Background: an optimization exercise with open tools, aiming at small area, a short achievable clock period and few clock cycles per item. Do not read the settings as production practice. The RTL was checked by simulation tests, not by an equivalence proof against the original design. Power is estimated from default activity; no workload was simulated.

### config.mk
export PLATFORM = sky130hd
export DESIGN_NAME = yuv2rgb_top
export DESIGN_NICKNAME = yuv2rgb_top
export VERILOG_FILES = /design/flow/design.v
export SDC_FILE = /design/flow/constraint.sdc
export NUM_CORES = 4
export LEC_CHECK = 0
export ABC_CLOCK_PERIOD_IN_PS = 3500
export CAP_MARGIN = 20
export CORE_MARGIN = 2
export CORE_UTILIZATION = 40
export SETUP_SLACK_MARGIN = 4.5
export SLEW_MARGIN = 20
export SYNTH_HIERARCHICAL = 1
### run.sh
#!/bin/bash
# synth_recipe.tcl (not shown) runs the flow's synth.tcl, then flattens the netlist and writes it again
# the make line also repeats each setting of config.mk as NAME=value (left out here)
make -C /OpenROAD-flow-scripts/flow DESIGN_CONFIG=/design/flow/config.mk WORK_HOME=/design/flow/orfs CLKGATE_MAP_FILE= SYNTH_SCRIPT=/design/flow/synth_recipe.tcl finish
### design.v
package csc_coef_pkg;
	localparam int unsigned pix_w = 8;
endpackage
module yuv2rgb_top
(
	input logic CLOCK_50_I,
	input logic resetn,
	input logic in_valid,
	output logic in_ready,
	input logic [7:0] y,
	input logic [7:0] u,
	input logic [7:0] v,
	output logic out_valid,
	input logic out_ready,
	output logic [7:0] r,
	output logic [7:0] g,
	output logic [7:0] b
);
	logic a_valid, b_ready;
	logic [7:0] ya, ua, va;
	logic r_s, g_s, b_s, r_o, g_o, b_o;
	logic [7:0] r_c, g_c, b_c;
	logic rq_s, gq_s, bq_s, rq_o, gq_o, bq_o;
	logic [7:0] rq_c, gq_c, bq_c;
	assign b_ready = !out_valid || out_ready;
	assign in_ready = !a_valid || b_ready;
	always_ff @(posedge CLOCK_50_I or negedge resetn)
		if (!resetn) a_valid <= 1'b0;
		else if (in_ready) a_valid <= in_valid;
	always_ff @(posedge CLOCK_50_I)
		if (in_valid && in_ready) begin
			ya <= y; ua <= u; va <= v;
		end
	logic n1;
	assign n1 = ~ya[0] ^ va[2];
	logic n2;
	assign n2 = ~ya[0] | va[2];
	logic n3;
	logic n4;
	csa_fa nfa1 (.a(~ya[1]), .b(va[3]), .c(va[2]), .s(n3), .co(n4));
	logic n5;
	logic n6;
	csa_fa nfa2 (.a(va[4]), .b(va[3]), .c(va[0]), .s(n5), .co(n6));
	logic n7;
	logic n8;
	csa_fa nfa3 (.a(~ya[2]), .b(n5), .c(n4), .s(n7), .co(n8));
	logic n9;
	logic n10;
	csa_fa nfa4 (.a(va[5]), .b(va[4]), .c(va[1]), .s(n9), .co(n10));
	logic n11;
	logic n12;
	csa_fa nfa5 (.a(~ya[3]), .b(n6), .c(n9), .s(n11), .co(n12));
	logic n13;
	assign n13 = ~ya[4] ^ va[6];
	logic n14;
	assign n14 = ~ya[4] | va[6];
	logic n15;
	logic n16;
	csa_fa nfa6 (.a(va[5]), .b(va[2]), .c(n10), .s(n15), .co(n16));
	logic n17;
	logic n18;
	csa_fa nfa7 (.a(~n13), .b(n15), .c(n12), .s(n17), .co(n18));
	logic n19;
	assign n19 = ~ya[5] ^ va[7];
	logic n20;
	assign n20 = ~ya[5] | va[7];
	logic n21;
	logic n22;
	csa_fa nfa8 (.a(va[6]), .b(va[3]), .c(va[0]), .s(n21), .co(n22));
	logic n23;
	logic n24;
	csa_fa nfa9 (.a(n14), .b(~n19), .c(n21), .s(n23), .co(n24));
	logic n25;
	assign n25 = n16 ^ n23;
	logic n26;
	assign n26 = n16 & n23;
	logic n27;
	logic n28;
	csa_fa nfa10 (.a(va[7]), .b(va[4]), .c(va[1]), .s(n27), .co(n28));
	logic n29;
	logic n30;
	csa_fa nfa11 (.a(n20), .b(n22), .c(n27), .s(n29), .co(n30));
	logic n31;
	logic n32;
	csa_fa nfa12 (.a(~ya[6]), .b(n29), .c(n24), .s(n31), .co(n32));
	logic n33;
	assign n33 = ~ya[7] ^ ya[0];
	logic n34;
	assign n34 = ~ya[7] | ya[0];
	logic n35;
	logic n36;
	csa_fa nfa13 (.a(va[5]), .b(va[2]), .c(n28), .s(n35), .co(n36));
	logic n37;
	logic n38;
	csa_fa nfa14 (.a(~n33), .b(n30), .c(n35), .s(n37), .co(n38));
	logic n39;
	logic n40;
	csa_fa nfa15 (.a(ya[1]), .b(va[6]), .c(va[3]), .s(n39), .co(n40));
	logic n41;
	logic n42;
	csa_fa nfa16 (.a(n34), .b(n39), .c(n36), .s(n41), .co(n42));
	logic n43;
	logic n44;
	csa_fa nfa17 (.a(ya[2]), .b(ya[0]), .c(va[7]), .s(n43), .co(n44));
	logic n45;
	logic n46;
	csa_fa nfa18 (.a(va[4]), .b(va[0]), .c(n40), .s(n45), .co(n46));
	logic n47;
	assign n47 = n43 ^ n45;
	logic n48;
	assign n48 = n43 & n45;
	logic n49;
	assign n49 = ya[3] ^ ya[1];
	logic n50;
	assign n50 = ya[3] | ya[1];
	logic n51;
	logic n52;
	csa_fa nfa19 (.a(va[5]), .b(va[1]), .c(va[0]), .s(n51), .co(n52));
	logic n53;
	logic n54;
	csa_fa nfa20 (.a(~n49), .b(n44), .c(n51), .s(n53), .co(n54));
	logic n55;
	logic n56;
	csa_fa nfa21 (.a(n46), .b(n53), .c(n48), .s(n55), .co(n56));
	logic n57;
	logic n58;
	csa_fa nfa22 (.a(ya[4]), .b(ya[2]), .c(ya[0]), .s(n57), .co(n58));
	logic n59;
	logic n60;
	csa_fa nfa23 (.a(va[6]), .b(va[2]), .c(va[1]), .s(n59), .co(n60));
	logic n61;
	logic n62;
	csa_fa nfa24 (.a(n50), .b(n52), .c(n57), .s(n61), .co(n62));
	logic n63;
	logic n64;
	csa_fa nfa25 (.a(n59), .b(n61), .c(n54), .s(n63), .co(n64));
	logic n65;
	logic n66;
	csa_fa nfa26 (.a(ya[5]), .b(ya[3]), .c(ya[1]), .s(n65), .co(n66));
	logic n67;
	logic n68;
	csa_fa nfa27 (.a(va[7]), .b(va[3]), .c(va[2]), .s(n67), .co(n68));
	logic n69;
	logic n70;
	csa_fa nfa28 (.a(n58), .b(n60), .c(n65), .s(n69), .co(n70));
	logic n71;
	logic n72;
	csa_fa nfa29 (.a(n67), .b(n62), .c(n69), .s(n71), .co(n72));
	logic n73;
	logic n74;
	csa_fa nfa30 (.a(ya[6]), .b(ya[4]), .c(ya[2]), .s(n73), .co(n74));
	logic n75;
	logic n76;
	csa_fa nfa31 (.a(va[4]), .b(va[3]), .c(va[0]), .s(n75), .co(n76));
	logic n77;
	logic n78;
	csa_fa nfa32 (.a(n66), .b(n68), .c(n73), .s(n77), .co(n78));
	logic n79;
	logic n80;
	csa_fa nfa33 (.a(n75), .b(n70), .c(n77), .s(n79), .co(n80));
	logic n81;
	assign n81 = ya[7] ^ ya[5];
	logic n82;
	assign n82 = ya[7] | ya[5];
	logic n83;
	logic n84;
	csa_fa nfa34 (.a(ya[3]), .b(ya[0]), .c(va[5]), .s(n83), .co(n84));
	logic n85;
	logic n86;
	csa_fa nfa35 (.a(va[4]), .b(va[1]), .c(va[0]), .s(n85), .co(n86));
	logic n87;
	logic n88;
	csa_fa nfa36 (.a(n74), .b(n76), .c(n83), .s(n87), .co(n88));
	logic n89;
	logic n90;
	csa_fa nfa37 (.a(n85), .b(n78), .c(n87), .s(n89), .co(n90));
	logic n91;
	logic n92;
	csa_fa nfa38 (.a(~n81), .b(n80), .c(n89), .s(n91), .co(n92));
	logic n93;
	logic n94;
	csa_fa nfa39 (.a(ya[6]), .b(ya[4]), .c(ya[1]), .s(n93), .co(n94));
	logic n95;
	logic n96;
	csa_fa nfa40 (.a(va[6]), .b(va[5]), .c(va[2]), .s(n95), .co(n96));
	logic n97;
	logic n98;
	csa_fa nfa41 (.a(va[1]), .b(n82), .c(n84), .s(n97), .co(n98));
	logic n99;
	logic n100;
	csa_fa nfa42 (.a(n86), .b(n93), .c(n95), .s(n99), .co(n100));
	logic n101;
	logic n102;
	csa_fa nfa43 (.a(n88), .b(n97), .c(n99), .s(n101), .co(n102));
	logic n103;
	assign n103 = n90 ^ n101;
	logic n104;
	assign n104 = n90 & n101;
	logic n105;
	logic n106;
	csa_fa nfa44 (.a(ya[7]), .b(ya[5]), .c(ya[2]), .s(n105), .co(n106));
	logic n107;
	logic n108;
	csa_fa nfa45 (.a(va[7]), .b(va[6]), .c(va[3]), .s(n107), .co(n108));
	logic n109;
	logic n110;
	csa_fa nfa46 (.a(va[2]), .b(n94), .c(n96), .s(n109), .co(n110));
	logic n111;
	logic n112;
	csa_fa nfa47 (.a(n105), .b(n107), .c(n98), .s(n111), .co(n112));
	logic n113;
	logic n114;
	csa_fa nfa48 (.a(n100), .b(n109), .c(n111), .s(n113), .co(n114));
	logic n115;
	logic n116;
	csa_fa nfa49 (.a(n102), .b(n104), .c(n113), .s(n115), .co(n116));
	logic n117;
	logic n118;
	csa_fa nfa50 (.a(ya[6]), .b(ya[3]), .c(va[7]), .s(n117), .co(n118));
	logic n119;
	logic n120;
	csa_fa nfa51 (.a(va[4]), .b(va[3]), .c(n106), .s(n119), .co(n120));
	logic n121;
	logic n122;
	csa_fa nfa52 (.a(n108), .b(n117), .c(n110), .s(n121), .co(n122));
	logic n123;
	logic n124;
	csa_fa nfa53 (.a(n119), .b(n112), .c(n121), .s(n123), .co(n124));
	logic n125;
	assign n125 = n114 ^ n123;
	logic n126;
	assign n126 = n114 & n123;
	logic n127;
	logic n128;
	csa_fa nfa54 (.a(ya[7]), .b(ya[4]), .c(va[5]), .s(n127), .co(n128));
	logic n129;
	logic n130;
	csa_fa nfa55 (.a(va[4]), .b(n118), .c(n127), .s(n129), .co(n130));
	logic n131;
	logic n132;
	csa_fa nfa56 (.a(n120), .b(n129), .c(n122), .s(n131), .co(n132));
	logic n133;
	logic n134;
	csa_fa nfa57 (.a(n124), .b(n131), .c(n126), .s(n133), .co(n134));
	logic n135;
	assign n135 = ya[5] ^ va[6];
	logic n136;
	assign n136 = ya[5] | va[6];
	logic n137;
	logic n138;
	csa_fa nfa58 (.a(va[5]), .b(~n135), .c(n128), .s(n137), .co(n138));
	logic n139;
	logic n140;
	csa_fa nfa59 (.a(n130), .b(n137), .c(n132), .s(n139), .co(n140));
	logic n141;
	logic n142;
	csa_fa nfa60 (.a(ya[6]), .b(va[7]), .c(va[6]), .s(n141), .co(n142));
	logic n143;
	logic n144;
	csa_fa nfa61 (.a(n136), .b(n141), .c(n138), .s(n143), .co(n144));
	logic n145;
	logic n146;
	csa_fa nfa62 (.a(ya[7]), .b(va[7]), .c(n142), .s(n145), .co(n146));
	logic n147;
	assign n147 = va[1] & va[0];
	logic n148;
	assign n148 = va[1] | va[0];
	logic n149;
	assign n149 = va[1] & ~n1;
	logic n150;
	assign n150 = va[1] | ~n1;
	logic n151;
	assign n151 = n2 & n3;
	logic n152;
	assign n152 = n2 | n3;
	logic n153;
	assign n153 = n8 & n11;
	logic n154;
	assign n154 = n8 | n11;
	logic n155;
	assign n155 = n25 & n18;
	logic n156;
	assign n156 = n25 | n18;
	logic n157;
	assign n157 = n26 & n31;
	logic n158;
	assign n158 = n26 | n31;
	logic n159;
	assign n159 = n37 & n32;
	logic n160;
	assign n160 = n37 | n32;
	logic n161;
	assign n161 = n41 & n38;
	logic n162;
	assign n162 = n41 | n38;
	logic n163;
	assign n163 = n42 & n47;
	logic n164;
	assign n164 = n42 | n47;
	logic n165;
	assign n165 = n63 & n56;
	logic n166;
	assign n166 = n63 | n56;
	logic n167;
	assign n167 = n64 & n71;
	logic n168;
	assign n168 = n64 | n71;
	logic n169;
	assign n169 = n72 & n79;
	logic n170;
	assign n170 = n72 | n79;
	logic n171;
	assign n171 = n103 & n92;
	logic n172;
	assign n172 = n103 ^ n92;
	logic n173;
	assign n173 = n125 & n116;
	logic n174;
	assign n174 = n125 ^ n116;
	logic n175;
	assign n175 = n139 & n134;
	logic n176;
	assign n176 = n139 ^ n134;
	logic n177;
	assign n177 = n143 & n140;
	logic n178;
	assign n178 = n143 ^ n140;
	logic n179;
	assign n179 = n145 & n144;
	logic n180;
	assign n180 = n145 ^ n144;
	logic n181;
	assign n181 = n169 | (n170 & n167);
	logic n182;
	assign n182 = n170 & n168;
	logic n183;
	assign n183 = n166 & n55;
	logic n184;
	assign n184 = n181 | (n182 & n165);
	logic n185;
	assign n185 = n182 & n183;
	logic n186;
	assign n186 = n163 | (n164 & n161);
	logic n187;
	assign n187 = n164 & n162;
	logic n188;
	assign n188 = n159 | (n160 & n157);
	logic n189;
	assign n189 = n160 & n158;
	logic n190;
	assign n190 = n186 | (n187 & n188);
	logic n191;
	assign n191 = n187 & n189;
	logic n192;
	assign n192 = n184 | (n185 & n190);
	logic n193;
	assign n193 = n185 & n191;
	logic n194;
	assign n194 = n156 & n17;
	logic n195;
	assign n195 = n154 & n7;
	logic n196;
	assign n196 = n155 | (n194 & n153);
	logic n197;
	assign n197 = n194 & n195;
	logic n198;
	assign n198 = n151 | (n152 & n149);
	logic n199;
	assign n199 = n152 & n150;
	logic n200;
	assign n200 = n148 & va[0];
	logic n201;
	assign n201 = n198 | (n199 & n147);
	logic n202;
	assign n202 = n199 & n200;
	logic n203;
	assign n203 = n196 | (n197 & n201);
	logic n204;
	assign n204 = n197 & n202;
	logic n205;
	assign n205 = n192 | (n193 & n203);
	logic n206;
	assign n206 = n193 & n204;
	logic n207;
	assign n207 = n91 ^ n205;
	logic n208;
	assign n208 = n91 & n205;
	logic n209;
	assign n209 = n91 & n206;
	logic n210;
	assign n210 = n172 ^ n208;
	logic n211;
	assign n211 = n172 & n91;
	logic n212;
	assign n212 = n171 | (n211 & n205);
	logic n213;
	assign n213 = n211 & n206;
	logic n214;
	assign n214 = n115 ^ n212;
	logic n215;
	assign n215 = n115 & n171;
	logic n216;
	assign n216 = n115 & n211;
	logic n217;
	assign n217 = n215 | (n216 & n205);
	logic n218;
	assign n218 = n216 & n206;
	logic n219;
	assign n219 = n174 ^ n217;
	logic n220;
	assign n220 = n174 & n115;
	logic n221;
	assign n221 = n173 | (n220 & n171);
	logic n222;
	assign n222 = n220 & n211;
	logic n223;
	assign n223 = n221 | (n222 & n205);
	logic n224;
	assign n224 = n222 & n206;
	logic n225;
	assign n225 = n133 ^ n223;
	logic n226;
	assign n226 = n133 & n221;
	logic n227;
	assign n227 = n133 & n222;
	logic n228;
	assign n228 = n226 | (n227 & n205);
	logic n229;
	assign n229 = n227 & n206;
	logic n230;
	assign n230 = n176 ^ n228;
	logic n231;
	assign n231 = n176 & n133;
	logic n232;
	assign n232 = n175 | (n231 & n221);
	logic n233;
	assign n233 = n231 & n222;
	logic n234;
	assign n234 = n232 | (n233 & n205);
	logic n235;
	assign n235 = n233 & n206;
	logic n236;
	assign n236 = n178 ^ n234;
	logic n237;
	assign n237 = n177 | (n178 & n175);
	logic n238;
	assign n238 = n178 & n231;
	logic n239;
	assign n239 = n237 | (n238 & n221);
	logic n240;
	assign n240 = n238 & n222;
	logic n241;
	assign n241 = n239 | (n240 & n205);
	logic n242;
	assign n242 = n240 & n206;
	logic n243;
	assign n243 = n180 ^ n241;
	logic n244;
	assign n244 = n179 | (n180 & n177);
	logic n245;
	assign n245 = n180 & n178;
	logic n246;
	assign n246 = n244 | (n245 & n175);
	logic n247;
	assign n247 = n245 & n231;
	logic n248;
	assign n248 = n246 | (n247 & n221);
	logic n249;
	assign n249 = n247 & n222;
	logic n250;
	assign n250 = n248 | (n249 & n205);
	logic n251;
	assign n251 = n249 & n206;
	logic n252;
	assign n252 = ~n146 ^ n250;
	logic n253;
	assign n253 = n146 | n248;
	logic n254;
	assign n254 = n253 | (n249 & n205);
	logic n255;
	assign n255 = n249 & n206;
	logic n256;
	assign n256 = 1'b1 ^ n254;
	logic n257;
	assign n257 = n146 | n248;
	logic n258;
	assign n258 = n257 | (n249 & n205);
	logic n259;
	assign n259 = n249 & n206;
	logic n260;
	assign n260 = 1'b1 ^ n258;
	logic n261;
	assign n261 = ya[0] ^ va[2];
	logic n262;
	assign n262 = ya[0] & va[2];
	logic n263;
	logic n264;
	csa_fa nfa63 (.a(ya[1]), .b(~ua[0]), .c(va[3]), .s(n263), .co(n264));
	logic n265;
	logic n266;
	csa_fa nfa64 (.a(ya[2]), .b(~ua[1]), .c(va[4]), .s(n265), .co(n266));
	logic n267;
	logic n268;
	csa_fa nfa65 (.a(ya[3]), .b(ua[0]), .c(va[5]), .s(n267), .co(n268));
	logic n269;
	logic n270;
	csa_fa nfa66 (.a(va[0]), .b(n267), .c(n266), .s(n269), .co(n270));
	logic n271;
	logic n272;
	csa_fa nfa67 (.a(ya[4]), .b(ua[1]), .c(va[6]), .s(n271), .co(n272));
	logic n273;
	logic n274;
	csa_fa nfa68 (.a(va[1]), .b(n268), .c(n271), .s(n273), .co(n274));
	logic n275;
	logic n276;
	csa_fa nfa69 (.a(~ua[3]), .b(n270), .c(n273), .s(n275), .co(n276));
	logic n277;
	logic n278;
	csa_fa nfa70 (.a(ya[5]), .b(ua[2]), .c(va[7]), .s(n277), .co(n278));
	logic n279;
	logic n280;
	csa_fa nfa71 (.a(va[2]), .b(n272), .c(n277), .s(n279), .co(n280));
	logic n281;
	logic n282;
	csa_fa nfa72 (.a(~ua[4]), .b(n274), .c(n279), .s(n281), .co(n282));
	logic n283;
	logic n284;
	csa_fa nfa73 (.a(ya[6]), .b(ua[3]), .c(va[3]), .s(n283), .co(n284));
	logic n285;
	logic n286;
	csa_fa nfa74 (.a(~ua[5]), .b(n278), .c(n283), .s(n285), .co(n286));
	logic n287;
	assign n287 = n280 ^ n285;
	logic n288;
	assign n288 = n280 | n285;
	logic n289;
	logic n290;
	csa_fa nfa75 (.a(ya[7]), .b(ua[4]), .c(va[4]), .s(n289), .co(n290));
	logic n291;
	logic n292;
	csa_fa nfa76 (.a(ya[0]), .b(ua[6]), .c(~n284), .s(n291), .co(n292));
	logic n293;
	logic n294;
	csa_fa nfa77 (.a(n289), .b(n286), .c(~n291), .s(n293), .co(n294));
	logic n295;
	assign n295 = ya[1] ^ ua[7];
	logic n296;
	assign n296 = ya[1] | ua[7];
	logic n297;
	logic n298;
	csa_fa nfa78 (.a(ua[5]), .b(ua[0]), .c(va[5]), .s(n297), .co(n298));
	logic n299;
	logic n300;
	csa_fa nfa79 (.a(n295), .b(n290), .c(n297), .s(n299), .co(n300));
	logic n301;
	assign n301 = n292 ^ ~n299;
	logic n302;
	assign n302 = n292 & ~n299;
	logic n303;
	assign n303 = ya[2] ^ ya[0];
	logic n304;
	assign n304 = ya[2] | ya[0];
	logic n305;
	logic n306;
	csa_fa nfa80 (.a(ua[6]), .b(ua[1]), .c(va[6]), .s(n305), .co(n306));
	logic n307;
	logic n308;
	csa_fa nfa81 (.a(n303), .b(n298), .c(n305), .s(n307), .co(n308));
	logic n309;
	logic n310;
	csa_fa nfa82 (.a(~n296), .b(n300), .c(n307), .s(n309), .co(n310));
	logic n311;
	logic n312;
	csa_fa nfa83 (.a(ua[7]), .b(ua[2]), .c(va[7]), .s(n311), .co(n312));
	logic n313;
	logic n314;
	csa_fa nfa84 (.a(ya[3]), .b(ya[1]), .c(~va[0]), .s(n313), .co(n314));
	logic n315;
	logic n316;
	csa_fa nfa85 (.a(~n304), .b(n306), .c(n311), .s(n315), .co(n316));
	logic n317;
	logic n318;
	csa_fa nfa86 (.a(~n313), .b(n308), .c(n315), .s(n317), .co(n318));
	logic n319;
	logic n320;
	csa_fa nfa87 (.a(ya[4]), .b(ya[2]), .c(ya[0]), .s(n319), .co(n320));
	logic n321;
	logic n322;
	csa_fa nfa88 (.a(~ua[0]), .b(ua[3]), .c(va[1]), .s(n321), .co(n322));
	logic n323;
	logic n324;
	csa_fa nfa89 (.a(~n312), .b(n319), .c(n314), .s(n323), .co(n324));
	logic n325;
	logic n326;
	csa_fa nfa90 (.a(n321), .b(n316), .c(~n323), .s(n325), .co(n326));
	logic n327;
	assign n327 = ya[5] ^ ya[3];
	logic n328;
	assign n328 = ya[5] | ya[3];
	logic n329;
	logic n330;
	csa_fa nfa91 (.a(ya[1]), .b(ua[1]), .c(va[0]), .s(n329), .co(n330));
	logic n331;
	logic n332;
	csa_fa nfa92 (.a(ua[4]), .b(va[2]), .c(n327), .s(n331), .co(n332));
	logic n333;
	logic n334;
	csa_fa nfa93 (.a(n320), .b(n329), .c(~n322), .s(n333), .co(n334));
	logic n335;
	logic n336;
	csa_fa nfa94 (.a(~n331), .b(n324), .c(n333), .s(n335), .co(n336));
	logic n337;
	assign n337 = ya[6] ^ ya[4];
	logic n338;
	assign n338 = ya[6] | ya[4];
	logic n339;
	logic n340;
	csa_fa nfa95 (.a(ya[2]), .b(ua[2]), .c(va[1]), .s(n339), .co(n340));
	logic n341;
	logic n342;
	csa_fa nfa96 (.a(ua[5]), .b(ua[0]), .c(va[3]), .s(n341), .co(n342));
	logic n343;
	logic n344;
	csa_fa nfa97 (.a(n328), .b(n330), .c(n339), .s(n343), .co(n344));
	logic n345;
	logic n346;
	csa_fa nfa98 (.a(n337), .b(n341), .c(n332), .s(n345), .co(n346));
	logic n347;
	logic n348;
	csa_fa nfa99 (.a(n343), .b(n334), .c(~n345), .s(n347), .co(n348));
	logic n349;
	logic n350;
	csa_fa nfa100 (.a(ya[7]), .b(ya[5]), .c(ya[3]), .s(n349), .co(n350));
	logic n351;
	logic n352;
	csa_fa nfa101 (.a(ya[0]), .b(ua[3]), .c(va[2]), .s(n351), .co(n352));
	logic n353;
	logic n354;
	csa_fa nfa102 (.a(ua[6]), .b(ua[1]), .c(va[4]), .s(n353), .co(n354));
	logic n355;
	logic n356;
	csa_fa nfa103 (.a(n338), .b(n340), .c(n349), .s(n355), .co(n356));
	logic n357;
	logic n358;
	csa_fa nfa104 (.a(va[0]), .b(n342), .c(n353), .s(n357), .co(n358));
	logic n359;
	logic n360;
	csa_fa nfa105 (.a(n351), .b(n344), .c(n355), .s(n359), .co(n360));
	logic n361;
	logic n362;
	csa_fa nfa106 (.a(n357), .b(n346), .c(~n359), .s(n361), .co(n362));
	logic n363;
	logic n364;
	csa_fa nfa107 (.a(ya[6]), .b(ya[4]), .c(ya[1]), .s(n363), .co(n364));
	logic n365;
	logic n366;
	csa_fa nfa108 (.a(ua[7]), .b(ua[2]), .c(va[5]), .s(n365), .co(n366));
	logic n367;
	logic n368;
	csa_fa nfa109 (.a(ua[4]), .b(va[3]), .c(~va[1]), .s(n367), .co(n368));
	logic n369;
	logic n370;
	csa_fa nfa110 (.a(n350), .b(n352), .c(n363), .s(n369), .co(n370));
	logic n371;
	logic n372;
	csa_fa nfa111 (.a(n354), .b(n365), .c(~n367), .s(n371), .co(n372));
	logic n373;
	logic n374;
	csa_fa nfa112 (.a(n356), .b(~n358), .c(n369), .s(n373), .co(n374));
	logic n375;
	logic n376;
	csa_fa nfa113 (.a(~n371), .b(n360), .c(n373), .s(n375), .co(n376));
	logic n377;
	assign n377 = ya[7] ^ ya[5];
	logic n378;
	assign n378 = ya[7] | ya[5];
	logic n379;
	logic n380;
	csa_fa nfa114 (.a(ya[2]), .b(ua[5]), .c(va[4]), .s(n379), .co(n380));
	logic n381;
	logic n382;
	csa_fa nfa115 (.a(ua[3]), .b(va[6]), .c(va[2]), .s(n381), .co(n382));
	logic n383;
	logic n384;
	csa_fa nfa116 (.a(n377), .b(n366), .c(n381), .s(n383), .co(n384));
	logic n385;
	logic n386;
	csa_fa nfa117 (.a(n364), .b(n379), .c(n368), .s(n385), .co(n386));
	logic n387;
	logic n388;
	csa_fa nfa118 (.a(n370), .b(~n383), .c(n385), .s(n387), .co(n388));
	logic n389;
	logic n390;
	csa_fa nfa119 (.a(~n372), .b(n374), .c(n387), .s(n389), .co(n390));
	logic n391;
	logic n392;
	csa_fa nfa120 (.a(ya[6]), .b(ya[3]), .c(ua[6]), .s(n391), .co(n392));
	logic n393;
	logic n394;
	csa_fa nfa121 (.a(ua[4]), .b(va[7]), .c(va[3]), .s(n393), .co(n394));
	logic n395;
	logic n396;
	csa_fa nfa122 (.a(va[5]), .b(n378), .c(n380), .s(n395), .co(n396));
	logic n397;
	logic n398;
	csa_fa nfa123 (.a(n382), .b(~n391), .c(n393), .s(n397), .co(n398));
	logic n399;
	logic n400;
	csa_fa nfa124 (.a(~n384), .b(n395), .c(n386), .s(n399), .co(n400));
	logic n401;
	logic n402;
	csa_fa nfa125 (.a(~n397), .b(n388), .c(n399), .s(n401), .co(n402));
	logic n403;
	assign n403 = ya[7] ^ ya[4];
	logic n404;
	assign n404 = ya[7] | ya[4];
	logic n405;
	logic n406;
	csa_fa nfa126 (.a(ua[7]), .b(~ua[5]), .c(va[6]), .s(n405), .co(n406));
	logic n407;
	logic n408;
	csa_fa nfa127 (.a(va[4]), .b(n403), .c(n394), .s(n407), .co(n408));
	logic n409;
	logic n410;
	csa_fa nfa128 (.a(n392), .b(n405), .c(n396), .s(n409), .co(n410));
	logic n411;
	logic n412;
	csa_fa nfa129 (.a(n407), .b(n398), .c(~n409), .s(n411), .co(n412));
	logic n413;
	logic n414;
	csa_fa nfa130 (.a(n400), .b(~n411), .c(n402), .s(n413), .co(n414));
	logic n415;
	assign n415 = ya[5] ^ ~ua[6];
	logic n416;
	assign n416 = ya[5] | ~ua[6];
	logic n417;
	logic n418;
	csa_fa nfa131 (.a(va[7]), .b(~va[5]), .c(n404), .s(n417), .co(n418));
	logic n419;
	logic n420;
	csa_fa nfa132 (.a(n415), .b(~n406), .c(n408), .s(n419), .co(n420));
	logic n421;
	logic n422;
	csa_fa nfa133 (.a(n417), .b(n410), .c(~n419), .s(n421), .co(n422));
	logic n423;
	assign n423 = ~n412 ^ n421;
	logic n424;
	assign n424 = ~n412 & n421;
	logic n425;
	assign n425 = ya[6] ^ ~ua[7];
	logic n426;
	assign n426 = ya[6] | ~ua[7];
	logic n427;
	logic n428;
	csa_fa nfa134 (.a(va[6]), .b(~n416), .c(n425), .s(n427), .co(n428));
	logic n429;
	logic n430;
	csa_fa nfa135 (.a(~n418), .b(n427), .c(n420), .s(n429), .co(n430));
	logic n431;
	assign n431 = n422 ^ ~n429;
	logic n432;
	assign n432 = n422 & ~n429;
	logic n433;
	assign n433 = ya[7] ^ ~va[7];
	logic n434;
	assign n434 = ya[7] | ~va[7];
	logic n435;
	logic n436;
	csa_fa nfa136 (.a(~n426), .b(n433), .c(n428), .s(n435), .co(n436));
	logic n437;
	logic n438;
	csa_fa nfa137 (.a(n435), .b(n430), .c(~n432), .s(n437), .co(n438));
	logic n439;
	assign n439 = n434 ^ ~n436;
	logic n440;
	assign n440 = n434 & ~n436;
	logic n441;
	assign n441 = ~n262 & ~n263;
	logic n442;
	assign n442 = ~n262 | ~n263;
	logic n443;
	assign n443 = ~n264 & ~n265;
	logic n444;
	assign n444 = ~n264 | ~n265;
	logic n445;
	assign n445 = ua[2] & ~n269;
	logic n446;
	assign n446 = ua[2] | ~n269;
	logic n447;
	assign n447 = ~n276 & ~n281;
	logic n448;
	assign n448 = ~n276 | ~n281;
	logic n449;
	assign n449 = n287 & ~n282;
	logic n450;
	assign n450 = n287 | ~n282;
	logic n451;
	assign n451 = ~n288 & ~n293;
	logic n452;
	assign n452 = ~n288 | ~n293;
	logic n453;
	assign n453 = n301 & ~n294;
	logic n454;
	assign n454 = n301 | ~n294;
	logic n455;
	assign n455 = n302 & ~n309;
	logic n456;
	assign n456 = n302 | ~n309;
	logic n457;
	assign n457 = ~n310 & ~n317;
	logic n458;
	assign n458 = ~n310 | ~n317;
	logic n459;
	assign n459 = ~n318 & ~n325;
	logic n460;
	assign n460 = ~n318 | ~n325;
	logic n461;
	assign n461 = ~n326 & n335;
	logic n462;
	assign n462 = ~n326 | n335;
	logic n463;
	assign n463 = n336 & n347;
	logic n464;
	assign n464 = n336 | n347;
	logic n465;
	assign n465 = n348 & ~n361;
	logic n466;
	assign n466 = n348 ^ ~n361;
	logic n467;
	assign n467 = ~n362 & n375;
	logic n468;
	assign n468 = ~n362 ^ n375;
	logic n469;
	assign n469 = n376 & n389;
	logic n470;
	assign n470 = n376 ^ n389;
	logic n471;
	assign n471 = n390 & n401;
	logic n472;
	assign n472 = n390 ^ n401;
	logic n473;
	assign n473 = n423 & n414;
	logic n474;
	assign n474 = n423 ^ n414;
	logic n475;
	assign n475 = n424 & n431;
	logic n476;
	assign n476 = n424 ^ n431;
	logic n477;
	assign n477 = n439 & ~n438;
	logic n478;
	assign n478 = n439 ^ ~n438;
	logic n479;
	assign n479 = n463 | (n464 & n461);
	logic n480;
	assign n480 = n464 & n462;
	logic n481;
	assign n481 = n459 | (n460 & n457);
	logic n482;
	assign n482 = n460 & n458;
	logic n483;
	assign n483 = n479 | (n480 & n481);
	logic n484;
	assign n484 = n480 & n482;
	logic n485;
	assign n485 = n455 | (n456 & n453);
	logic n486;
	assign n486 = n456 & n454;
	logic n487;
	assign n487 = n451 | (n452 & n449);
	logic n488;
	assign n488 = n452 & n450;
	logic n489;
	assign n489 = n485 | (n486 & n487);
	logic n490;
	assign n490 = n486 & n488;
	logic n491;
	assign n491 = n483 | (n484 & n489);
	logic n492;
	assign n492 = n484 & n490;
	logic n493;
	assign n493 = n448 & ~n275;
	logic n494;
	assign n494 = n445 | (n446 & n443);
	logic n495;
	assign n495 = n446 & n444;
	logic n496;
	assign n496 = n447 | (n493 & n494);
	logic n497;
	assign n497 = n493 & n495;
	logic n498;
	assign n498 = n442 & ~n261;
	logic n499;
	assign n499 = ~va[1] & ~va[0];
	logic n500;
	assign n500 = n441 | (n498 & n499);
	logic n501;
	assign n501 = n498 & ~va[1];
	logic n502;
	assign n502 = n496 | (n497 & n500);
	logic n503;
	assign n503 = n497 & n501;
	logic n504;
	assign n504 = n491 | (n492 & n502);
	logic n505;
	assign n505 = n492 & n503;
	logic n506;
	assign n506 = n466 ^ n504;
	logic n507;
	assign n507 = n465 | (n466 & n504);
	logic n508;
	assign n508 = n466 & n505;
	logic n509;
	assign n509 = n468 ^ n507;
	logic n510;
	assign n510 = n467 | (n468 & n465);
	logic n511;
	assign n511 = n468 & n466;
	logic n512;
	assign n512 = n510 | (n511 & n504);
	logic n513;
	assign n513 = n511 & n505;
	logic n514;
	assign n514 = n470 ^ n512;
	logic n515;
	assign n515 = n469 | (n470 & n510);
	logic n516;
	assign n516 = n470 & n511;
	logic n517;
	assign n517 = n515 | (n516 & n504);
	logic n518;
	assign n518 = n516 & n505;
	logic n519;
	assign n519 = n472 ^ n517;
	logic n520;
	assign n520 = n471 | (n472 & n469);
	logic n521;
	assign n521 = n472 & n470;
	logic n522;
	assign n522 = n520 | (n521 & n510);
	logic n523;
	assign n523 = n521 & n511;
	logic n524;
	assign n524 = n522 | (n523 & n504);
	logic n525;
	assign n525 = n523 & n505;
	logic n526;
	assign n526 = n413 ^ n524;
	logic n527;
	assign n527 = n413 & n522;
	logic n528;
	assign n528 = n413 & n523;
	logic n529;
	assign n529 = n527 | (n528 & n504);
	logic n530;
	assign n530 = n528 & n505;
	logic n531;
	assign n531 = n474 ^ n529;
	logic n532;
	assign n532 = n474 & n413;
	logic n533;
	assign n533 = n473 | (n532 & n522);
	logic n534;
	assign n534 = n532 & n523;
	logic n535;
	assign n535 = n533 | (n534 & n504);
	logic n536;
	assign n536 = n534 & n505;
	logic n537;
	assign n537 = n476 ^ n535;
	logic n538;
	assign n538 = n475 | (n476 & n473);
	logic n539;
	assign n539 = n476 & n532;
	logic n540;
	assign n540 = n538 | (n539 & n522);
	logic n541;
	assign n541 = n539 & n523;
	logic n542;
	assign n542 = n540 | (n541 & n504);
	logic n543;
	assign n543 = n541 & n505;
	logic n544;
	assign n544 = ~n437 ^ n542;
	logic n545;
	assign n545 = ~n437 & n475;
	logic n546;
	assign n546 = ~n437 & n476;
	logic n547;
	assign n547 = n545 | (n546 & n473);
	logic n548;
	assign n548 = n546 & n532;
	logic n549;
	assign n549 = n547 | (n548 & n522);
	logic n550;
	assign n550 = n548 & n523;
	logic n551;
	assign n551 = n549 | (n550 & n504);
	logic n552;
	assign n552 = n550 & n505;
	logic n553;
	assign n553 = n478 ^ n551;
	logic n554;
	assign n554 = n477 | (n478 & n549);
	logic n555;
	assign n555 = n478 & n550;
	logic n556;
	assign n556 = n554 | (n555 & n504);
	logic n557;
	assign n557 = n555 & n505;
	logic n558;
	assign n558 = ~n440 ^ n556;
	logic n559;
	assign n559 = n440 | n477;
	logic n560;
	assign n560 = n559 | (n478 & n549);
	logic n561;
	assign n561 = n478 & n550;
	logic n562;
	assign n562 = n560 | (n561 & n504);
	logic n563;
	assign n563 = n561 & n505;
	logic n564;
	assign n564 = 1'b1 ^ n562;
	logic n565;
	logic n566;
	csa_fa nfa138 (.a(ya[0]), .b(ua[2]), .c(ua[0]), .s(n565), .co(n566));
	logic n567;
	assign n567 = ya[1] ^ ua[3];
	logic n568;
	assign n568 = ya[1] & ua[3];
	logic n569;
	logic n570;
	csa_fa nfa139 (.a(ua[1]), .b(n567), .c(n566), .s(n569), .co(n570));
	logic n571;
	logic n572;
	csa_fa nfa140 (.a(ya[2]), .b(ua[4]), .c(ua[2]), .s(n571), .co(n572));
	logic n573;
	assign n573 = n568 ^ n571;
	logic n574;
	assign n574 = n568 | n571;
	logic n575;
	logic n576;
	csa_fa nfa141 (.a(ya[3]), .b(ua[5]), .c(ua[3]), .s(n575), .co(n576));
	logic n577;
	logic n578;
	csa_fa nfa142 (.a(~ua[0]), .b(n572), .c(n575), .s(n577), .co(n578));
	logic n579;
	assign n579 = ya[4] ^ ua[6];
	logic n580;
	assign n580 = ya[4] & ua[6];
	logic n581;
	logic n582;
	csa_fa nfa143 (.a(ua[4]), .b(n579), .c(n576), .s(n581), .co(n582));
	logic n583;
	logic n584;
	csa_fa nfa144 (.a(~ua[1]), .b(n581), .c(n578), .s(n583), .co(n584));
	logic n585;
	assign n585 = ya[5] ^ ua[7];
	logic n586;
	assign n586 = ya[5] & ua[7];
	logic n587;
	logic n588;
	csa_fa nfa145 (.a(~ua[5]), .b(ua[2]), .c(ua[0]), .s(n587), .co(n588));
	logic n589;
	logic n590;
	csa_fa nfa146 (.a(n580), .b(n585), .c(~n587), .s(n589), .co(n590));
	logic n591;
	assign n591 = n582 ^ n589;
	logic n592;
	assign n592 = n582 | n589;
	logic n593;
	assign n593 = ya[6] ^ ua[6];
	logic n594;
	assign n594 = ya[6] & ua[6];
	logic n595;
	logic n596;
	csa_fa nfa147 (.a(ua[3]), .b(ua[1]), .c(~n586), .s(n595), .co(n596));
	logic n597;
	logic n598;
	csa_fa nfa148 (.a(~n593), .b(n588), .c(n595), .s(n597), .co(n598));
	logic n599;
	logic n600;
	csa_fa nfa149 (.a(n590), .b(n592), .c(~n597), .s(n599), .co(n600));
	logic n601;
	logic n602;
	csa_fa nfa150 (.a(ya[0]), .b(ua[4]), .c(ua[2]), .s(n601), .co(n602));
	logic n603;
	logic n604;
	csa_fa nfa151 (.a(ya[7]), .b(ua[7]), .c(n594), .s(n603), .co(n604));
	logic n605;
	logic n606;
	csa_fa nfa152 (.a(n601), .b(~n603), .c(n596), .s(n605), .co(n606));
	logic n607;
	assign n607 = n598 ^ n605;
	logic n608;
	assign n608 = n598 & n605;
	logic n609;
	logic n610;
	csa_fa nfa153 (.a(ya[1]), .b(ua[5]), .c(ua[3]), .s(n609), .co(n610));
	logic n611;
	logic n612;
	csa_fa nfa154 (.a(ua[0]), .b(n602), .c(n609), .s(n611), .co(n612));
	logic n613;
	logic n614;
	csa_fa nfa155 (.a(~n604), .b(n611), .c(n606), .s(n613), .co(n614));
	logic n615;
	assign n615 = ya[2] ^ ya[0];
	logic n616;
	assign n616 = ya[2] | ya[0];
	logic n617;
	logic n618;
	csa_fa nfa156 (.a(ua[6]), .b(ua[4]), .c(ua[1]), .s(n617), .co(n618));
	logic n619;
	logic n620;
	csa_fa nfa157 (.a(~n615), .b(n610), .c(n617), .s(n619), .co(n620));
	logic n621;
	assign n621 = n612 ^ n619;
	logic n622;
	assign n622 = n612 & n619;
	logic n623;
	logic n624;
	csa_fa nfa158 (.a(ya[3]), .b(ya[1]), .c(ua[7]), .s(n623), .co(n624));
	logic n625;
	logic n626;
	csa_fa nfa159 (.a(ua[5]), .b(ua[2]), .c(n616), .s(n625), .co(n626));
	logic n627;
	logic n628;
	csa_fa nfa160 (.a(n618), .b(n623), .c(n625), .s(n627), .co(n628));
	logic n629;
	logic n630;
	csa_fa nfa161 (.a(n620), .b(n627), .c(n622), .s(n629), .co(n630));
	logic n631;
	logic n632;
	csa_fa nfa162 (.a(ya[4]), .b(ya[2]), .c(ya[0]), .s(n631), .co(n632));
	logic n633;
	logic n634;
	csa_fa nfa163 (.a(ua[6]), .b(ua[3]), .c(n624), .s(n633), .co(n634));
	logic n635;
	logic n636;
	csa_fa nfa164 (.a(n631), .b(n626), .c(n633), .s(n635), .co(n636));
	logic n637;
	assign n637 = n628 ^ n635;
	logic n638;
	assign n638 = n628 & n635;
	logic n639;
	logic n640;
	csa_fa nfa165 (.a(ya[5]), .b(ya[3]), .c(ya[1]), .s(n639), .co(n640));
	logic n641;
	logic n642;
	csa_fa nfa166 (.a(ua[7]), .b(ua[4]), .c(n632), .s(n641), .co(n642));
	logic n643;
	logic n644;
	csa_fa nfa167 (.a(n639), .b(n634), .c(n641), .s(n643), .co(n644));
	logic n645;
	logic n646;
	csa_fa nfa168 (.a(n636), .b(n643), .c(n638), .s(n645), .co(n646));
	logic n647;
	logic n648;
	csa_fa nfa169 (.a(ya[6]), .b(ya[4]), .c(ya[2]), .s(n647), .co(n648));
	logic n649;
	logic n650;
	csa_fa nfa170 (.a(ua[5]), .b(n640), .c(n647), .s(n649), .co(n650));
	logic n651;
	logic n652;
	csa_fa nfa171 (.a(n642), .b(n649), .c(n644), .s(n651), .co(n652));
	logic n653;
	assign n653 = ya[7] ^ ya[5];
	logic n654;
	assign n654 = ya[7] | ya[5];
	logic n655;
	logic n656;
	csa_fa nfa172 (.a(ya[3]), .b(ya[0]), .c(ua[6]), .s(n655), .co(n656));
	logic n657;
	logic n658;
	csa_fa nfa173 (.a(~n653), .b(n648), .c(n655), .s(n657), .co(n658));
	logic n659;
	assign n659 = n650 ^ n657;
	logic n660;
	assign n660 = n650 & n657;
	logic n661;
	assign n661 = ya[6] ^ ya[4];
	logic n662;
	assign n662 = ya[6] | ya[4];
	logic n663;
	logic n664;
	csa_fa nfa174 (.a(ya[1]), .b(ua[7]), .c(ua[0]), .s(n663), .co(n664));
	logic n665;
	logic n666;
	csa_fa nfa175 (.a(n654), .b(n656), .c(n663), .s(n665), .co(n666));
	logic n667;
	logic n668;
	csa_fa nfa176 (.a(~n661), .b(n665), .c(n658), .s(n667), .co(n668));
	logic n669;
	logic n670;
	csa_fa nfa177 (.a(ya[7]), .b(ya[5]), .c(ya[2]), .s(n669), .co(n670));
	logic n671;
	logic n672;
	csa_fa nfa178 (.a(ua[1]), .b(n662), .c(n664), .s(n671), .co(n672));
	logic n673;
	logic n674;
	csa_fa nfa179 (.a(n669), .b(n666), .c(n671), .s(n673), .co(n674));
	logic n675;
	assign n675 = ya[6] ^ ya[3];
	logic n676;
	assign n676 = ya[6] | ya[3];
	logic n677;
	logic n678;
	csa_fa nfa180 (.a(ua[2]), .b(~n675), .c(n670), .s(n677), .co(n678));
	logic n679;
	assign n679 = n672 ^ n677;
	logic n680;
	assign n680 = n672 & n677;
	logic n681;
	logic n682;
	csa_fa nfa181 (.a(ya[7]), .b(ya[4]), .c(ua[3]), .s(n681), .co(n682));
	logic n683;
	logic n684;
	csa_fa nfa182 (.a(n676), .b(n681), .c(n678), .s(n683), .co(n684));
	logic n685;
	assign n685 = ya[5] ^ ua[4];
	logic n686;
	assign n686 = ya[5] | ua[4];
	logic n687;
	assign n687 = ~n685 ^ n682;
	logic n688;
	assign n688 = ~n685 & n682;
	logic n689;
	assign n689 = ya[6] ^ ua[5];
	logic n690;
	assign n690 = ya[6] | ua[5];
	logic n691;
	logic n692;
	csa_fa nfa183 (.a(n686), .b(~n689), .c(n688), .s(n691), .co(n692));
	logic n693;
	assign n693 = ya[7] ^ ua[6];
	logic n694;
	assign n694 = ya[7] | ua[6];
	logic n695;
	assign n695 = n690 ^ ~n693;
	logic n696;
	assign n696 = n690 & ~n693;
	logic n697;
	assign n697 = ua[7] ^ n694;
	logic n698;
	assign n698 = ua[7] & n694;
	logic n699;
	assign n699 = ~n570 & n573;
	logic n700;
	assign n700 = ~n570 | n573;
	logic n701;
	assign n701 = ~n574 & ~n577;
	logic n702;
	assign n702 = ~n574 | ~n577;
	logic n703;
	assign n703 = ~n584 & n591;
	logic n704;
	assign n704 = ~n584 | n591;
	logic n705;
	assign n705 = n607 & ~n600;
	logic n706;
	assign n706 = n607 | ~n600;
	logic n707;
	assign n707 = n608 & n613;
	logic n708;
	assign n708 = n608 | n613;
	logic n709;
	assign n709 = n621 & n614;
	logic n710;
	assign n710 = n621 | n614;
	logic n711;
	assign n711 = n630 & n637;
	logic n712;
	assign n712 = n630 | n637;
	logic n713;
	assign n713 = n651 & n646;
	logic n714;
	assign n714 = n651 | n646;
	logic n715;
	assign n715 = n659 & n652;
	logic n716;
	assign n716 = n659 ^ n652;
	logic n717;
	assign n717 = n660 & n667;
	logic n718;
	assign n718 = n660 ^ n667;
	logic n719;
	assign n719 = n673 & n668;
	logic n720;
	assign n720 = n673 ^ n668;
	logic n721;
	assign n721 = n674 & n679;
	logic n722;
	assign n722 = n674 ^ n679;
	logic n723;
	assign n723 = n680 & n683;
	logic n724;
	assign n724 = n680 ^ n683;
	logic n725;
	assign n725 = n687 & n684;
	logic n726;
	assign n726 = n687 ^ n684;
	logic n727;
	assign n727 = n695 & n692;
	logic n728;
	assign n728 = n695 ^ n692;
	logic n729;
	assign n729 = n696 & n697;
	logic n730;
	assign n730 = n696 ^ n697;
	logic n731;
	assign n731 = n714 & n645;
	logic n732;
	assign n732 = n712 & n629;
	logic n733;
	assign n733 = n713 | (n731 & n711);
	logic n734;
	assign n734 = n731 & n732;
	logic n735;
	assign n735 = n709 | (n710 & n707);
	logic n736;
	assign n736 = n710 & n708;
	logic n737;
	assign n737 = n706 & ~n599;
	logic n738;
	assign n738 = n735 | (n736 & n705);
	logic n739;
	assign n739 = n736 & n737;
	logic n740;
	assign n740 = n733 | (n734 & n738);
	logic n741;
	assign n741 = n734 & n739;
	logic n742;
	assign n742 = n704 & ~n583;
	logic n743;
	assign n743 = n701 | (n702 & n699);
	logic n744;
	assign n744 = n702 & n700;
	logic n745;
	assign n745 = n703 | (n742 & n743);
	logic n746;
	assign n746 = n742 & n744;
	logic n747;
	assign n747 = ~n569 & ~n565;
	logic n748;
	assign n748 = ~ua[1] & ~ua[0];
	logic n749;
	assign n749 = n747 & n748;
	logic n750;
	assign n750 = n747 & ~ua[1];
	logic n751;
	assign n751 = n745 | (n746 & n749);
	logic n752;
	assign n752 = n746 & n750;
	logic n753;
	assign n753 = n740 | (n741 & n751);
	logic n754;
	assign n754 = n741 & n752;
	logic n755;
	assign n755 = n716 ^ n753;
	logic n756;
	assign n756 = n715 | (n716 & n753);
	logic n757;
	assign n757 = n716 & n754;
	logic n758;
	assign n758 = n718 ^ n756;
	logic n759;
	assign n759 = n717 | (n718 & n715);
	logic n760;
	assign n760 = n718 & n716;
	logic n761;
	assign n761 = n759 | (n760 & n753);
	logic n762;
	assign n762 = n760 & n754;
	logic n763;
	assign n763 = n720 ^ n761;
	logic n764;
	assign n764 = n719 | (n720 & n759);
	logic n765;
	assign n765 = n720 & n760;
	logic n766;
	assign n766 = n764 | (n765 & n753);
	logic n767;
	assign n767 = n765 & n754;
	logic n768;
	assign n768 = n722 ^ n766;
	logic n769;
	assign n769 = n721 | (n722 & n719);
	logic n770;
	assign n770 = n722 & n720;
	logic n771;
	assign n771 = n769 | (n770 & n759);
	logic n772;
	assign n772 = n770 & n760;
	logic n773;
	assign n773 = n771 | (n772 & n753);
	logic n774;
	assign n774 = n772 & n754;
	logic n775;
	assign n775 = n724 ^ n773;
	logic n776;
	assign n776 = n723 | (n724 & n771);
	logic n777;
	assign n777 = n724 & n772;
	logic n778;
	assign n778 = n776 | (n777 & n753);
	logic n779;
	assign n779 = n777 & n754;
	logic n780;
	assign n780 = n726 ^ n778;
	logic n781;
	assign n781 = n725 | (n726 & n723);
	logic n782;
	assign n782 = n726 & n724;
	logic n783;
	assign n783 = n781 | (n782 & n771);
	logic n784;
	assign n784 = n782 & n772;
	logic n785;
	assign n785 = n783 | (n784 & n753);
	logic n786;
	assign n786 = n784 & n754;
	logic n787;
	assign n787 = n691 ^ n785;
	logic n788;
	assign n788 = n691 & n781;
	logic n789;
	assign n789 = n691 & n782;
	logic n790;
	assign n790 = n788 | (n789 & n771);
	logic n791;
	assign n791 = n789 & n772;
	logic n792;
	assign n792 = n790 | (n791 & n753);
	logic n793;
	assign n793 = n791 & n754;
	logic n794;
	assign n794 = n728 ^ n792;
	logic n795;
	assign n795 = n728 & n691;
	logic n796;
	assign n796 = n727 | (n795 & n781);
	logic n797;
	assign n797 = n795 & n782;
	logic n798;
	assign n798 = n796 | (n797 & n771);
	logic n799;
	assign n799 = n797 & n772;
	logic n800;
	assign n800 = n798 | (n799 & n753);
	logic n801;
	assign n801 = n799 & n754;
	logic n802;
	assign n802 = n730 ^ n800;
	logic n803;
	assign n803 = n729 | (n730 & n798);
	logic n804;
	assign n804 = n730 & n799;
	logic n805;
	assign n805 = n803 | (n804 & n753);
	logic n806;
	assign n806 = n804 & n754;
	logic n807;
	assign n807 = ~n698 ^ n805;
	logic n808;
	assign n808 = n698 | n729;
	logic n809;
	assign n809 = n808 | (n730 & n798);
	logic n810;
	assign n810 = n730 & n799;
	logic n811;
	assign n811 = n809 | (n810 & n753);
	logic n812;
	assign n812 = n810 & n754;
	logic n813;
	assign n813 = 1'b1 ^ n811;
	assign r_s = n260;
	assign r_o = n256 | n252;
	assign r_c = {n243, n236, n230, n225, n219, n214, n210, n207};
	assign g_s = n564;
	assign g_o = n558 | n553;
	assign g_c = {n544, n537, n531, n526, n519, n514, n509, n506};
	assign b_s = n813;
	assign b_o = n807 | n802;
	assign b_c = {n794, n787, n780, n775, n768, n763, n758, n755};
	always_ff @(posedge CLOCK_50_I or negedge resetn)
		if (!resetn) out_valid <= 1'b0;
		else if (b_ready) out_valid <= a_valid;
	always_ff @(posedge CLOCK_50_I)
		if (a_valid && b_ready) begin
			rq_s <= r_s; gq_s <= g_s; bq_s <= b_s;
			rq_o <= r_o; gq_o <= g_o; bq_o <= b_o;
			rq_c <= r_c; gq_c <= g_c; bq_c <= b_c;
		end
	assign r = rq_s ? 8'd0 : rq_o ? 8'd255 : rq_c;
	assign g = gq_s ? 8'd0 : gq_o ? 8'd255 : gq_c;
	assign b = bq_s ? 8'd0 : bq_o ? 8'd255 : bq_c;
endmodule
module csa_fa (input logic a, input logic b, input logic c, output logic s, output logic co);
	assign s = a ^ b ^ c;
	assign co = (a & b) | (a & c) | (b & c);
endmodule
### constraint.sdc
create_clock -name core_clock -period 8.0 [get_ports {CLOCK_50_I}]
set_input_delay 1.6000 -clock core_clock [delete_from_list [all_inputs] [get_ports {CLOCK_50_I}]]
set_output_delay 1.6000 -clock core_clock [all_outputs]
set_load 0.01 [all_outputs]
==> results of run 1 <==
logic make-up after synthesis:
group,synth area share (%)
fa+ha+maj,56.3
simple gates,8.11
buf+inv,5.48
compound gates,7.19
flops,20.5
xor+xnor,1.94
mux,0.491
per-layer routing:
metal	global-route usage (%)	wire length, um
met3	3.45	1240
met5	0	0
met2	36.6	10900
met1	25.9	8300
met4	8.59	883
worst register-to-register path: stages, from the launching register on:
cell and delay, ns:
edfxtp_1 0.51, buf_4 0.19, buf_6 0.12, buf_6 0.13, fa_1 0.49, inv_1 0.06
fa_1 0.44, fa_1 0.52, inv_1 0.05, fa_2 0.37, ha_4 0.24, and3_1 0.18
a221o_1 0.34, and2_1 0.17, a31o_2 0.23, mux2i_1 0.11
metrics by stage:
stage / hold slack, ns / instance area [sq um] / power (mW) / worst slack (ns)
floorplan: 0.449 / 8320 / 2.26 / 3.64
global placement: 0.468 / 9170 / 2.76 / 3.13
detailed placement: 0.486 / 9170 / 2.80 / 3.08
CTS: 0.509 / 10100 / 3.23 / 3.65
global route: 0.531 / 10300 / 3.68 / 3.48
finish: 0.500 / 10300 / 3.34 / 3.62
layout make-up:
class / instances / area (sq um)
fill: 1708 / 9810
multi-input combinational: 497 / 6390
clock buffer: 5 / 125
clock inverter: 3 / 28.8
sequential: 56 / 1670
timing repair buffer: 144 / 1310
tap: 270 / 338
inverter: 112 / 428
path summary, 6_finish.rpt:
path | startpoint | end | slack, ns | depth (start not counted)
max in group asynchronous | resetn | a_valid | 6.45 | 1
worst max-delay path | ya[3] | gq_o | 3.62 | 15
worst min register to register | a_valid | out_valid | 0.50 | 1
worst min-delay path | a_valid | out_valid | 0.50 | 1
min in group asynchronous | resetn | out_valid | 1.43 | 1
worst max register to register | ya[3] | gq_o | 3.62 | 15
repair_timing:
action / CTS / global route
buffers inserted: 80 / 9
gates cloned: 0 / 0
pin swaps: 3 / 19
endpoints found under the setup margin: 31 / 31
resized for setup: 28 / 34
modules after synthesis, one instance, submodules excluded:
| module | flip-flops and latches | cells inside | cell area [sq um] | times used |
|---|---|---|---|---|
| yuv2rgb_top | 56 | 489 | 4480 | 1 |
| csa_fa | 0 | 1 | 20.0 | 183 |
layout by cell type, fill, tap and decap left out, drive strengths merged, types with 6 or more instances in the layout:
cell type	netlist	layout
a21oi	22	22
nor2b	10	10
nor2	74	74
a21o	6	6
o22ai	7	7
xor2	8	8
nand2b	10	10
clkdlybuf4s50	0	51
xnor2	10	10
o21ai	10	10
inv	112	113
nand2	8	8
nand3	6	6
edfxtp	54	54
buf	0	93
and2	6	6
ha	64	64
fa	187	187
state kept, by name (all words and copies together) (netlist names), 8 cells and up:
name	count
ya	8
ua	8
gq_c	8
va	8
rq_c	8
bq_c	8
power breakdown:
part / switching (mW) / internal, mW / leakage [nW]
Combinational: 1.32 / 1.22 / 3.64
Sequential: 0.0466 / 0.511 / 0.538
Clock: 0.124 / 0.121 / 0.0767
==> results_dict.tcl, run 1 <==
set metrics [dict create \
    routedWlPerCell_um 19.6 \
    area_delta_synth_final_pct 26.4 \
    synth_flop_cell "edfxtp_1" \
    cts_buffers 5 \
    grt_antenna_before_repair 0 \
    worstMarginPinSlew_ns 1.05 \
    setup_tns_ns 0 \
    synth_common_cells "187 x fa_1, 112 x inv_1, 74 x nor2_1, 64 x ha_1, 54 x edfxtp_1" \
    clk-insertion-delay-late_ns 0.32 \
    power.leakage_nw 4.25 \
    startpoint_type "register" \
    ant_nets 0 \
    cp_num_buf_inv 5 \
    crit_arrival_ns 4.46 \
    vdd_ir_drop_max_v 0.000373 \
    top_level_ports 54 \
    cp_slowest_cell "fa_1" \
    antenna_cells 0 \
    async_flop_share_pct 3.57 \
    crit_top_cell "fa_1" \
    drt_pass1_iterations 4 \
    finalCritPeriodShare_pct 54.8 \
    synth_seq_area_share_pct 20.5 \
    worstPathRequired_ns 8.07 \
    post-dp-hpwl_mm 15.4 \
    syn_nets 951 \
    critPathKind "register to register" \
    cts_tree "yes" \
    clock_path_buffers 2 \
    cp_top_family "adder cells" \
    first_global_vias 6507 \
    grt_util_all_layers_pct 20.9 \
    routed_wl_mm 21.3 \
    yosysWarnings 7 \
    cts.sinks 56 \
    max_freq_ghz 0.228 \
    avgViaCountPerCell 5.25 \
    die-height_um 147 \
    cts_hold_buf 0 \
    maxSlewHeadroom_pct 30.1 \
    finalHoldViolCount 0 \
    synthCells 672 \
    crit_path_max_incr_delay_ns 0.52 \
    drt_first_iter_violations 303 \
    hp-class "register to register" \
    route.detailed.drc 0 \
    grt_pass1_wl_mm 34.6 \
    ys_ff_latch 56 \
    crit_path_end_kind "register" \
    grt_setup_unrepaired "yes" \
    finalSetupViolations 0 \
    core_sq_mm 0.0201 \
    power_density_mw_per_mm2 325 \
    cp_max_fo 4 \
    postLayoutCoreUtil_pct 51.2 \
    status "timing/DRC/antenna clean" \
    yosys.area.top_type "fa_1" \
    htree_num_levels 2 \
    synth_area_per_cell_sq_um 12.1 \
    worstPathCellList "buf_4 -> buf_6 -> buf_6 -> fa_1 -> inv_1 -> fa_1 -> fa_1 -> inv_1 -> fa_2 -> ha_4 -> and3_1 -> a221o_1 -> and2_1 -> a31o_2 -> mux2i_1" \
    grt_max_degree 25 \
    instances_no_fill 1087 \
    drv_slew 0 \
    synth_area_leaders "fa_1 46%, edfxtp_1 20%, ha_1 9.8%, inv_1 5.2%, nor2_1 3.4%" \
    gr-total-overflow 0 \
    clkTransAtPathRegs_ns 0.08 \
    synth_edf_count 54 \
    skew_ns 0.0131 \
    num_vias 5709 \
    die_x_um 147 \
    dp.cells 990 \
    cts-root-buf "clkbuf_16" \
    drive_gt1_share_pct 22.2 \
    period_needed_ns 4.38 \
    drv_cap 0 \
    die_area_sq_mm 0.0215 \
    rows 52 \
    finalWeightedCongestion 0.892 \
    initial_utilization_pct 40.5 \
    synth_top_area_share_pct 46.0 \
    post-synth-top-count-cell "fa_1" \
    finalNetCount 1095 \
    synth_cell_type_count 54 \
    portBuffers 53 \
    synth_area_sq_mm 0.00815 \
]
Testbench counts, summed over its fixed seeds: cycles 32,016, pixels 32,000.
==> inputs of run 2 (changes only) <==
--- a/config.mk
+++ b/config.mk
@@ -7,3 +7,3 @@
 export LEC_CHECK = 0
-export ABC_CLOCK_PERIOD_IN_PS = 3500
+export ABC_CLOCK_PERIOD_IN_PS = 4000
 export CAP_MARGIN = 20
@@ -11,3 +11,3 @@
 export CORE_UTILIZATION = 40
-export SETUP_SLACK_MARGIN = 4.5
+export SETUP_SLACK_MARGIN = 3.5
 export SLEW_MARGIN = 20
==> results_dict.tcl, run 2 <==
set metrics [dict create \
    period_needed_ns 4.37 \
    die_x_um 147 \
    cp_max_fo 3 \
    switching_power_mw 1.37 \
    initial_utilization_pct 40.5 \
    max_freq_ghz 0.229 \
    hp-class "register to register" \
    power.share.clock_pct 8.0 \
    synth_top_family_by_area "adder cells" \
    synth_common_cells "187 x fa_1, 112 x inv_1, 74 x nor2_1, 64 x ha_1, 54 x edfxtp_1" \
    ant_nets 0 \
    layout_commonest_cell "fa_1" \
    drive_gt1_share_pct 14.6 \
    post-synth-top-count-cell "fa_1" \
    syn_nets 951 \
    synth_fa_ha_area_share_pct 56.3 \
    async_flop_share_pct 3.57 \
    yosys.area.top_type "fa_1" \
    drv_cap 0 \
    synthMuxAreaShare_pct 0.491 \
    skew_ns 0.0163 \
    worstPathRequired_ns 8.08 \
    synth_edf_count 54 \
    startpoint_type "register" \
    intPower_mw 1.70 \
    grt_antenna_before_repair 0 \
    ys_ff_latch 56 \
    antenna_cells 0 \
    crit_path_max_incr_delay_ns 0.55 \
    num_vias 5546 \
    drt_pass1_iterations 5 \
    drv_slew 0 \
    status "timing/DRC/antenna clean" \
    grt_max_degree 31 \
    cts-root-buf "clkbuf_16" \
    top_level_ports 54 \
    die_area_sq_mm 0.0215 \
    grt_setup_unrepaired "yes" \
    grt_pass1_wl_mm 33.1 \
    crit_path_end_kind "register" \
    clkTransAtPathRegs_ns 0.09 \
    cp_slowest_cell "fa_1" \
    crit_top_cell "fa_1" \
    routed_wl_mm 20.2 \
    rr_worst_depth 15 \
    synth_compound_area_share_pct 7.19 \
    routedWlPerCell_um 18.8 \
    worstPathCellList "buf_6 -> fa_1 -> fa_1 -> fa_1 -> inv_1 -> fa_1 -> inv_1 -> ha_2 -> a21o_1 -> a21oi_2 -> o21ai_1 -> a221o_1 -> and2_1 -> a31o_2 -> mux2i_1" \
    route.detailed.drc 0 \
    synth_seq_area_share_pct 20.5 \
    dp.cells 993 \
    finalCritPeriodShare_pct 54.6 \
    clk-insertion-delay-late_ns 0.32 \
    synth_cell_type_count 54 \
    synthXorXnorAreaFrac_pct 1.94 \
    cts.sinks 56 \
    finalHoldViolCount 0 \
    path_depth 15 \
    synth-simple-area-share_pct 8.11 \
    rows 52 \
    cts_buffers 5 \
    synthCells 672 \
    critPathKind "register to register" \
    drt_first_iter_violations 359 \
    setup_tns_ns 0 \
    worstMarginPinSlew_ns 1.11 \
    post-dp-hpwl_mm 15.5 \
    synth_top_area_share_pct 46.0 \
    pwr-share-seq_pct 18.0 \
    synth_area_per_cell_sq_um 12.1 \
    synth_flop_cell "edfxtp_1" \
    avgViaCountPerCell 5.17 \
    first_global_vias 6248 \
    instances_no_fill 1072 \
    synth_area_sq_mm 0.00815 \
    finalWeightedCongestion 0.914 \
    grt_util_all_layers_pct 20.1 \
    power.leakage_nw 4.17 \
    finalSetupViolations 0 \
    layout_common_cells "181 x fa_1, 108 x inv_1, 74 x nor2_1" \
    yosysWarnings 7 \
    power_density_mw_per_mm2 309 \
    cp_num_buf_inv 3 \
    die-height_um 147 \
    switching_share_pct 44.6 \
    finalNetCount 1080 \
    area_delta_synth_final_pct 21.7 \
    maxSlewHeadroom_pct 26.3 \
    portBuffers 53 \
    gr-total-overflow 0 \
    cts_tree "yes" \
    synth_area_leaders "fa_1 46%, edfxtp_1 20%, ha_1 9.8%, inv_1 5.2%, nor2_1 3.4%" \
    crit_arrival_ns 4.45 \
    htree_num_levels 2 \
    p_comb_share_pct 74.0 \
    vdd_ir_drop_max_v 0.000385 \
    worstHoldPathCells 1 \
    cp_top_family "adder cells" \
    core_sq_mm 0.0201 \
    clock_path_buffers 2 \
]
[run 2: changes by cell type in the layout (fill, tap and decap cells not counted), sizes merged]
cell / before / now
clkdlybuf4s50: 51 / 53
buf: 93 / 76
[run 2: power by group through the flow]
stage                     registers, mW  logic (mW)  clock network, mW
after detailed placement          0.596        2.04                  0
after CTS                         0.555        2.15              0.254
after global routing              0.563        2.56              0.263
after global placement            0.595        1.99                  0
after floorplan                   0.565        1.54                  0
final                             0.552        2.27              0.246
[run 2: through the flow]
step	total power, mW	utilization (%)	instance area, sq um	setup WS, ns	hold slack (ns)
final	3.07	49.3	9920	3.63	0.494
after CTS	2.96	48.3	9700	3.50	0.499
after detailed placement	2.64	45.0	9040	2.96	0.474
after global placement	2.59	45.0	9040	2.97	0.464
after floorplan	2.10	-	8160	3.53	0.449
after global routing	3.39	49.3	9920	3.48	0.550
[run 2: Yosys stat by module (local to each module, per instance)]
| module | cell area (sq um) | flip-flops and latches | times used | cells inside |
|---|---|---|---|---|
| yuv2rgb_top | 4480 | 56 | 1 | 489 |
| csa_fa | 20.0 | 0 | 183 | 1 |
[run 2: layout make-up]
cell class	instances	area, sq um
clock inverters	3	28.8
inverters	112	428
multi-input cells	497	6130
repair buffers	129	1200
well taps	270	338
fillers	1759	10200
clock buffers	5	125
flip-flops and latches	56	1670
[run 2: routing by layer]
layer	vias up	global-route usage [%]	wire length (um)
met5	-	0	0
met3	41	4.13	1020
met2	160	35.4	10500
li1	2456	-	-
met4	0	7.62	603
met1	2889	24.5	8120
[run 2: what timing repair did]
action / in CTS / in global routing
buffers inserted: 56 / 15
setup endpoints to repair: 28 / 17
pin swaps: 0 / 3
gates resized for setup: 2 / 26
hold buffers: 0 / 0
[run 2: logic make-up after synthesis]
kind of cell | count (synthesis)
compound gates | 83
xor+xnor | 18
simple gates | 137
mux | 4
fa+ha+maj | 255
buf+inv | 119
flops | 56
[run 2: path summary, 6_finish.rpt]
check,end,slack [ns],from
setup / recovery,gq_o,3.63,ya[7]
hold / removal,out_valid,0.49,a_valid
setup reg to reg,gq_o,3.63,ya[7]
hold reg to reg,out_valid,0.49,a_valid
max in group asynchronous,a_valid,6.43,resetn
min in group asynchronous,out_valid,1.44,resetn

what the ideal ports hide:
In the flow no input, the clock included, has a driving cell. The finished layouts below were timed again as built, in two steps.
Step 1 (the two cells are an assumption about what drives the block):
set clk [get_ports {CLOCK_50_I}]
set_driving_cell -lib_cell sky130_fd_sc_hd__clkbuf_16 $clk
set_driving_cell -lib_cell sky130_fd_sc_hd__buf_2 [delete_from_list [all_inputs] $clk]
Step 2 adds t to the input delays and takes it off the output delays; t is the mean of the earliest and latest rising clock arrival at the registers after step 1. Input paths then give back, and output paths get back, about the clock's delay inside the block.
Slacks: no drivers / after step 1 / after step 2; pairs: no drivers / after step 1.
run	shift t [ns]	setup slack, ns	hold WS [ns]	slew at the worst register clock pin (ns)
run 1	0.355	3.615 / 3.615 / 3.615	0.500 / 0.500 / 0.500	0.09 / 0.09
run 2	0.361	3.629 / 3.605 / 3.605	0.494 / 0.494 / 0.494	0.09 / 0.09
After both steps every run listed still meets setup and hold. The setup slack of run 2, which loses most, moves by -0.024 ns with the drivers and by -0.024 ns with both steps.
